This design comes from an exercise in tuning for small area, a short achievable clock period and few clock cycles per item on the open sky130 flow, not from production work.

==> run a: inputs <==
==> flow/design.v <==
module dpram_fifo #(
  parameter int VECTOR_LENGTH = 512,
  parameter int WORD_WIDTH    = 8,
  parameter int ADDR_WIDTH    = $clog2(VECTOR_LENGTH),
  parameter int LEVEL_WIDTH   = $clog2(VECTOR_LENGTH + 3)
) (
  input  logic                   clk_i,
  input  logic                   rst_i,
  input  logic                   clear_i,
  input  logic [WORD_WIDTH-1:0]  in_data_i,
  input  logic                   in_valid_i,
  output logic                   in_ready_o,
  output logic [WORD_WIDTH-1:0]  out_data_o,
  output logic                   out_valid_o,
  input  logic                   out_ready_i,
  output logic [LEVEL_WIDTH-1:0] level_o
);
  localparam int NQ = 3;
  logic                   flush_s;
  logic                   accept_s;
  logic                   pop_s;
  logic                   issue_s;
  logic [LEVEL_WIDTH-1:0] level_r;
  logic [LEVEL_WIDTH-1:0] level_s;
  logic                   full_r;
  logic [WORD_WIDTH-1:0]  in_data_r;
  logic                   in_we_r;
  logic [WORD_WIDTH-1:0]  mem_r [VECTOR_LENGTH];
  logic [ADDR_WIDTH:0]    wptr_r;
  logic [ADDR_WIDTH:0]    rptr_r;
  logic [1:0]             stage_cnt_r;
  logic [WORD_WIDTH-1:0]  part_r [8];
  logic [2:0]             hi_r;
  logic                   v1_r;
  logic [WORD_WIDTH-1:0]  land_s;
  logic [WORD_WIDTH-1:0]  q_r [NQ];
  logic [1:0]             qn_r;
  logic [1:0]             qn_pop_s;
  logic [WORD_WIDTH-1:0]  q_s [NQ];
  assign flush_s    = rst_i || clear_i;
  assign in_ready_o = !full_r && !flush_s;
  assign accept_s   = in_valid_i && in_ready_o;
  assign pop_s      = (qn_r != 2'd0) && out_ready_i && !flush_s;
  always_comb begin
    case ({accept_s, pop_s})
      2'b10:   level_s = level_r + LEVEL_WIDTH'(1);
      2'b01:   level_s = level_r - LEVEL_WIDTH'(1);
      default: level_s = level_r;
    endcase
  end
  always_ff @(posedge clk_i) begin
    if (flush_s) begin
      level_r <= '0;
      full_r  <= 1'b0;
    end else begin
      level_r <= level_s;
      full_r  <= level_s[LEVEL_WIDTH-1];
    end
  end
  always_ff @(posedge clk_i) begin
    in_data_r <= in_data_i;
    in_we_r   <= accept_s;
  end
  always_ff @(posedge clk_i) begin
    if (in_we_r) begin
      mem_r[wptr_r[ADDR_WIDTH-1:0]] <= in_data_r;
    end
  end
  assign issue_s = (wptr_r != rptr_r) && (stage_cnt_r != 2'(NQ));
  always_ff @(posedge clk_i) begin
    if (flush_s) begin
      wptr_r      <= '0;
      rptr_r      <= '0;
      stage_cnt_r <= '0;
    end else begin
      wptr_r      <= wptr_r + (ADDR_WIDTH+1)'(in_we_r);
      rptr_r      <= rptr_r + (ADDR_WIDTH+1)'(issue_s);
      stage_cnt_r <= stage_cnt_r + 2'(issue_s) - 2'(pop_s);
    end
  end
  always_ff @(posedge clk_i) begin
    for (int j = 0; j < 8; j++) begin
      part_r[j] <= mem_r[{3'(j), rptr_r[5:0]}];
    end
    hi_r <= rptr_r[8:6];
    v1_r <= issue_s && !flush_s;
  end
  assign land_s   = part_r[hi_r];
  assign qn_pop_s = qn_r - 2'(pop_s);
  always_comb begin
    for (int i = 0; i < NQ; i++) begin
      if (2'(i) < qn_pop_s) begin
        q_s[i] = pop_s ? q_r[(i + 1) % NQ] : q_r[i];
      end else begin
        q_s[i] = land_s;
      end
    end
  end
  always_ff @(posedge clk_i) begin
    for (int i = 0; i < NQ; i++) begin
      q_r[i] <= q_s[i];
    end
    if (flush_s) begin
      qn_r <= '0;
    end else begin
      qn_r <= qn_pop_s + 2'(v1_r);
    end
  end
  assign out_valid_o = (qn_r != 2'd0);
  assign out_data_o  = q_r[0];
  assign level_o     = level_r;
endmodule
==> flow/run.sh <==
#!/bin/bash
# synth_recipe.tcl (not shown) runs the flow's synth.tcl, then flattens the netlist and writes it again
# the make line also repeats each setting of config.mk as NAME=value (left out here)
make -C /OpenROAD-flow-scripts/flow DESIGN_CONFIG=/design/flow/config.mk WORK_HOME=/design/flow/orfs CLKGATE_MAP_FILE= SYNTH_SCRIPT=/design/flow/synth_recipe.tcl finish
==> flow/config.mk <==
export PLATFORM = sky130hd
export DESIGN_NAME = dpram_fifo
export DESIGN_NICKNAME = dpram_fifo
export VERILOG_FILES = /design/flow/design.v
export SDC_FILE = /design/flow/constraint.sdc
export NUM_CORES = 4
export LEC_CHECK = 0
export CAP_MARGIN = 20
export CORE_MARGIN = 2
export CORE_UTILIZATION = 30
export SETUP_SLACK_MARGIN = 0.4
export SLEW_MARGIN = 20
==> flow/constraint.sdc <==
create_clock -name core_clock -period 4.5 [get_ports {clk_i}]
set_input_delay 0.9000 -clock core_clock [delete_from_list [all_inputs] [get_ports {clk_i}]]
set_output_delay 0.9000 -clock core_clock [all_outputs]
set_load 0.01 [all_outputs]
==> run b (differences from run a) <==
--- a/flow/design.v
+++ b/flow/design.v
@@ -25,8 +25,8 @@
   logic                   full_r;
-  logic [WORD_WIDTH-1:0]  in_data_r;
-  logic                   in_we_r;
   logic [WORD_WIDTH-1:0]  mem_r [VECTOR_LENGTH];
-  logic [ADDR_WIDTH:0]    wptr_r;
-  logic [ADDR_WIDTH:0]    rptr_r;
-  logic [1:0]             stage_cnt_r;
+  logic [ADDR_WIDTH-1:0]  raddr_r;       
+  logic                   ram_empty_r;
+  logic [1:0]             stage_cnt_r;   
+  logic [63:0]            rsel_s;
+  logic [WORD_WIDTH-1:0]  part_s [8];
   logic [WORD_WIDTH-1:0]  part_r [8];
@@ -60,20 +60,30 @@
   always_ff @(posedge clk_i) begin
-    in_data_r <= in_data_i;
-    in_we_r   <= accept_s;
-  end
-  always_ff @(posedge clk_i) begin
-    if (in_we_r) begin
-      mem_r[wptr_r[ADDR_WIDTH-1:0]] <= in_data_r;
+    if (accept_s) begin
+      mem_r[0] <= in_data_i;
+      for (int i = 1; i < VECTOR_LENGTH; i++) begin
+        mem_r[i] <= mem_r[i-1];
+      end
     end
   end
-  assign issue_s = (wptr_r != rptr_r) && (stage_cnt_r != 2'(NQ));
+  assign issue_s = !ram_empty_r && (stage_cnt_r != 2'(NQ));
   always_ff @(posedge clk_i) begin
     if (flush_s) begin
-      wptr_r      <= '0;
-      rptr_r      <= '0;
+      raddr_r     <= '1;
+      ram_empty_r <= 1'b1;
       stage_cnt_r <= '0;
     end else begin
-      wptr_r      <= wptr_r + (ADDR_WIDTH+1)'(in_we_r);
-      rptr_r      <= rptr_r + (ADDR_WIDTH+1)'(issue_s);
+      raddr_r     <= raddr_r + ADDR_WIDTH'(accept_s) - ADDR_WIDTH'(issue_s);
+      ram_empty_r <= accept_s ? 1'b0 : (ram_empty_r || (issue_s && raddr_r == '0));
       stage_cnt_r <= stage_cnt_r + 2'(issue_s) - 2'(pop_s);
+    end
+  end
+  always_comb begin
+    for (int k = 0; k < 64; k++) begin
+      rsel_s[k] = (raddr_r[5:0] == 6'(k));
+    end
+    for (int j = 0; j < 8; j++) begin
+      part_s[j] = '0;
+      for (int k = 0; k < 64; k++) begin
+        part_s[j] = part_s[j] | (mem_r[j*64+k] & {WORD_WIDTH{rsel_s[k]}});
+      end
     end
@@ -82,5 +92,5 @@
     for (int j = 0; j < 8; j++) begin
-      part_r[j] <= mem_r[{3'(j), rptr_r[5:0]}];
+      part_r[j] <= part_s[j];
     end
-    hi_r <= rptr_r[8:6];
+    hi_r <= raddr_r[8:6];
     v1_r <= issue_s && !flush_s;
Settings changed: CORE_UTILIZATION 30 to 55.
==> run c (differences from run a) <==
--- a/flow/design.v
+++ b/flow/design.v
@@ -25,8 +25,8 @@
   logic                   full_r;
-  logic [WORD_WIDTH-1:0]  in_data_r;
-  logic                   in_we_r;
   logic [WORD_WIDTH-1:0]  mem_r [VECTOR_LENGTH];
-  logic [ADDR_WIDTH:0]    wptr_r;
-  logic [ADDR_WIDTH:0]    rptr_r;
-  logic [1:0]             stage_cnt_r;
+  logic [ADDR_WIDTH-1:0]  raddr_r;       
+  logic                   ram_empty_r;
+  logic [1:0]             stage_cnt_r;   
+  logic [63:0]            rsel_s;
+  logic [WORD_WIDTH-1:0]  part_s [8];
   logic [WORD_WIDTH-1:0]  part_r [8];
@@ -60,20 +60,30 @@
   always_ff @(posedge clk_i) begin
-    in_data_r <= in_data_i;
-    in_we_r   <= accept_s;
-  end
-  always_ff @(posedge clk_i) begin
-    if (in_we_r) begin
-      mem_r[wptr_r[ADDR_WIDTH-1:0]] <= in_data_r;
+    if (accept_s) begin
+      mem_r[0] <= in_data_i;
+      for (int i = 1; i < VECTOR_LENGTH; i++) begin
+        mem_r[i] <= mem_r[i-1];
+      end
     end
   end
-  assign issue_s = (wptr_r != rptr_r) && (stage_cnt_r != 2'(NQ));
+  assign issue_s = !ram_empty_r && (stage_cnt_r != 2'(NQ));
   always_ff @(posedge clk_i) begin
     if (flush_s) begin
-      wptr_r      <= '0;
-      rptr_r      <= '0;
+      raddr_r     <= '1;
+      ram_empty_r <= 1'b1;
       stage_cnt_r <= '0;
     end else begin
-      wptr_r      <= wptr_r + (ADDR_WIDTH+1)'(in_we_r);
-      rptr_r      <= rptr_r + (ADDR_WIDTH+1)'(issue_s);
+      raddr_r     <= raddr_r + ADDR_WIDTH'(accept_s) - ADDR_WIDTH'(issue_s);
+      ram_empty_r <= accept_s ? 1'b0 : (ram_empty_r || (issue_s && raddr_r == '0));
       stage_cnt_r <= stage_cnt_r + 2'(issue_s) - 2'(pop_s);
+    end
+  end
+  always_comb begin
+    for (int k = 0; k < 64; k++) begin
+      rsel_s[k] = (raddr_r[5:0] == 6'(k));
+    end
+    for (int j = 0; j < 8; j++) begin
+      part_s[j] = '0;
+      for (int k = 0; k < 64; k++) begin
+        part_s[j] = part_s[j] | (mem_r[j*64+k] & {WORD_WIDTH{rsel_s[k]}});
+      end
     end
@@ -82,5 +92,5 @@
     for (int j = 0; j < 8; j++) begin
-      part_r[j] <= mem_r[{3'(j), rptr_r[5:0]}];
+      part_r[j] <= part_s[j];
     end
-    hi_r <= rptr_r[8:6];
+    hi_r <= raddr_r[8:6];
     v1_r <= issue_s && !flush_s;
Settings changed: CORE_UTILIZATION 30 to 55, CTS_BUF_LIST set to sky130_fd_sc_hd__clkbuf_8, CTS_CLUSTER_SIZE set to 30.
==> results.sh <==
export IMPL_finalHoldWorstSlack_ns=0.3847
export IMPL_cp_arrival_ns=4.32
export IMPL_place_hpwl_mm=233.4
export IMPL_place_gp_congestion=0.7788
export IMPL_status="timing/DRC/antenna clean"
export IMPL_dpl_cell_area_sq_um=174400
export IMPL_buf_share_pct=2.233
The numbers above come from run a.

==> results.sh <==
export IMPL_finalHoldWorstSlack_ns=0.3647
export IMPL_cp_arrival_ns=4.80
export IMPL_place_gp_congestion=0.9324
export IMPL_status="timing/DRC/antenna clean"
The numbers above come from run b.

==> results.sh <==
export IMPL_status="timing/DRC/antenna clean"
export IMPL_buf_share_pct=2.673
export IMPL_dominant_cell_class="registers"
export IMPL_finalHoldWorstSlack_ns=0.2087
export IMPL_place_gp_congestion=0.9324
export IMPL_place_hpwl_mm=342.5
export IMPL_pg_clk_mw=31.2
export IMPL_cp_arrival_ns=5.14
The numbers above come from run c.

Function was not checked in any run of this note: the RTL went through the layout flow alone.

-- static timing again, ports no longer ideal --
Ports are ideal in the flow. The routed layouts listed here were re-timed in OpenROAD. Step 1 assumes that a clkbuf_16 drives the clock port and a buf_2 every other input. Step 2, shift: input delay + t, output delay - t, t = (earliest + latest rising clock arrival at the registers) / 2. This alone moves slack from input paths to output paths. Slacks: no drivers / after step 1 / after step 2; pairs: no drivers / after step 1.
run | t, ns | setup slack, ns | worst setup path at the end | pins driven straight from the clock port
run a | 1.054 | 0.959 / 0.959 / 0.288 | input to register | 1
run b | 1.071 | 0.579 / 0.579 / 0.131 | input to register | 1
run c | 1.339 | 0.511 / 0.511 / 0.159 | input to register | 1
After both steps every run listed still meets setup and hold. For run a, which loses most, drivers alone change the setup slack by 0.000 ns; drivers and shift together by -0.671 ns.
